Source: an optimization exercise on an open RTL-to-GDS flow (aim: small area, a short achievable clock period and few clock cycles per item). Production flows keep margins and buffers that such runs may drop. Only simulation tests tie the RTL to the original design; equivalence was not proved.

## run A
Design matmul_4x4_seq, start of the top module:
module matmul_4x4_seq #(
  parameter int w         = 32,
  parameter int WIDTH_OUT = 2*w+2
) (
  input  logic                        clk,
  input  logic                        rst_n,
  input  logic                        in_valid,
  output logic                        in_ready,
  input  logic signed [w-1:0]         in_data,
  output logic                        out_valid,
  input  logic                        out_ready,
  output logic signed [WIDTH_OUT-1:0] out_data,
  output logic                        out_last,
  output logic                        busy
);
Size in the first run: about 10,000 cells after synthesis, about 2,200 flip-flops, about 110 I/O pins.
clock: 12.0 ns
lec_check: 0
cap_margin: 20
core_margin: 2
core_utilization: 55
cts_cluster_diameter: 100
cts_cluster_size: 22
slew_margin: 20
standard.sh (not shown) runs the stock make flow with config.mk's settings and CLKGATE_MAP_FILE= SYNTH_SCRIPT=/design/flow/synth_recipe.tcl, a recipe that flattens the netlist after the stock synthesis.
==> flow/flow/run.sh <==
#!/bin/bash
set -o pipefail
export SETUP_SLACK_MARGIN=8.2
bash standard.sh > standard.log 2>&1
Testbench counts of run A, summed over its fixed seeds: cycles 3,216, jobs 64.
Inputs modified between run A and run B:
--- a/flow/flow/run.sh
+++ b/flow/flow/run.sh
@@ -3 +3 @@
-export SETUP_SLACK_MARGIN=8.2
+export SETUP_SLACK_MARGIN=7.9
### Flow results
Run B -> run A: share of cell area taken by multi-input logic gates flat. [compare] base=run A new=run B: post-route standard cell area excluding fillers has decreased, post-cts gate resize count -616.
The inputs of run C differ from those of run B as listed below.
- swapping 55 for 40 in CORE_UTILIZATION
==> comparison <==
The minimum hold slack in run C was lower than what run B gave. Delta (run C minus run B): register-to-register slack now sits lower; total met3 wirelength after detailed routing saw an increase; final worst-path cycle share barely changed. Run C ended up with s1_q[1][32]$_DFF_P_ as its startpoint of the worst setup timing path; run B ended up with out_ready. Global placement routability congestion ends up lower on run C. In run C relative to run B, post-route cell area had gone up slightly.


matmul_4x4_seq, a different RTL version from the one above (not shown whole).
For scale: about 110 I/O pins.
export LEC_CHECK = 0
export CAP_MARGIN = 20
export CORE_MARGIN = 2
export CORE_UTILIZATION = 40
export SLEW_MARGIN = 20
create_clock -name core_clock -period 12.0 [get_ports {clk}]
==> flow/flow/run.sh <==
#!/bin/bash
set -o pipefail
export SETUP_SLACK_MARGIN=8.5
bash standard.sh > standard.log 2>&1
The first run produced a clean layout.
Testbench counts at the start, summed over its fixed seeds: cycles 3,272, jobs 64.
==> next run, changes <==
==> flow/run.sh (new file) <==
#!/bin/bash
# synth_recipe.tcl (not shown) runs the flow's synth.tcl, then flattens the netlist and writes it again
# the make line also repeats each setting of config.mk as NAME=value (left out here)
make -C /OpenROAD-flow-scripts/flow DESIGN_CONFIG=/design/flow/config.mk WORK_HOME=/design/flow/orfs CLKGATE_MAP_FILE= SYNTH_SCRIPT=/design/flow/synth_recipe.tcl finish
removed: flow/flow/run.sh
removed: flow/standard.sh
Worst setup slack degrades by 0.80 ns.
Wire length goes down by about 10%.
Cell count falls by 3.2%.
Count of clock-buffer cells in the layout decreases by 22.
Final area went down by 9.1%.
Utilization shrinks by 4.4 points.
Via count is lower by 5.5%.
Non-clock buffer count fell by 464.


Setup of rev 12:
Another version of the RTL of matmul_4x4_seq (not shown whole).
Size: roughly 2100 flip-flops, about 110 I/O pins, about 120000 sq um of cells after synthesis.
## matmul_4x4_seq
module matmul_4x4_seq #(
  parameter int w         = 32,
  parameter int WIDTH_OUT = 2*w+2
) (
  input  logic                        clk,
  input  logic                        rst_n,
  input  logic                        in_valid,
  output logic                        in_ready,
  input  logic signed [w-1:0]         in_data,
  output logic                        out_valid,
  input  logic                        out_ready,
  output logic signed [WIDTH_OUT-1:0] out_data,
  output logic                        out_last,
  output logic                        busy
);
clock: 12.0 ns
lec_check: 0
cap_margin: 20
core_margin: 2
core_utilization: 55
cts_cluster_diameter: 100
cts_cluster_size: 22
slew_margin: 20
==> flow/flow/run.sh <==
#!/bin/bash
set -o pipefail
export SETUP_SLACK_MARGIN=7.6
bash standard.sh > standard.log 2>&1
Testbench counts of rev 12, summed over its fixed seeds: cycles 3,216, jobs 64.
Changes in rev 13 relative to rev 12:
==> flow/flow/run.sh <==
#!/bin/bash
set -o pipefail
export SETUP_SLACK_MARGIN=7.9
bash standard.sh > standard.log 2>&1
- Between rev 12 and rev 13, the proportion of cell area spent on the clock network figures differ only marginally.
- Comparing rev 13 and rev 12, the higher worst slew margin relative to its limit is on rev 12.
- Rev 13 has utilization after layout above what rev 12 had.
- Global-route usage: rev 13 > rev 12
- As far as hold path depth goes, rev 12 and rev 13 are indistinguishable; the numbers are identical.
- | number of cells on the critical path | higher: rev 12 |
- Comparing cell area after layout for rev 13 and rev 12, the smaller number came from rev 12.

==> re-timing with driven ports <==
No port has a modelled driver above. Below, the same layouts with a new extraction and two added sets of constraints. Step 1 (the two cells are an assumption about what drives the block):
set clk [get_ports {clk}]
set_driving_cell -lib_cell sky130_fd_sc_hd__clkbuf_16 $clk
set_driving_cell -lib_cell sky130_fd_sc_hd__buf_2 [delete_from_list [all_inputs] $clk]
Step 2 moves the port delays by t, midway between the first and last clock arrival at a register: inputs arrive t later, outputs are due t later. That takes back most of the time a late clock gives input paths. Three values: no drivers, after step 1, after step 2; two values: the first two.
| run | shift t [ns] | slack for setup (ns) | worst hold slack (ns) | worst register clock-pin slew, ns | pins driven straight from the clock port |
|---|---|---|---|---|---|
| run A | 0.938 | 7.843 / 7.843 / 7.416 | 0.395 / 0.395 / 0.395 | 0.10 / 0.10 | 1 |
| run B | 0.931 | 7.793 / 7.844 / 6.934 | 0.405 / 0.405 / 0.405 | 0.11 / 0.11 | 1 |
| run C | 0.976 | 7.781 / 7.781 / 7.267 | 0.387 / 0.387 / 0.387 | 0.10 / 0.10 | 1 |
| the first run of note 2 | 1.009 | 7.719 / 7.719 / 7.505 | 0.335 / 0.335 / 0.335 | 0.07 / 0.07 | 1 |
| the second run of note 2 | 1.022 | 6.919 / 6.919 / 6.030 | 0.327 / 0.327 / 0.327 | 0.07 / 0.07 | 1 |
| rev 12 | 0.923 | 7.636 / 7.603 / 6.840 | 0.387 / 0.387 / 0.387 | 0.10 / 0.10 | 1 |
| rev 13 | 0.931 | 7.878 / 7.878 / 7.059 | 0.386 / 0.386 / 0.386 | 0.11 / 0.11 | 1 |
After both steps every run listed still meets setup and hold. The setup slack of the second run of note 2, which loses most, moves by 0.000 ns with the drivers and by -0.889 ns with both steps.
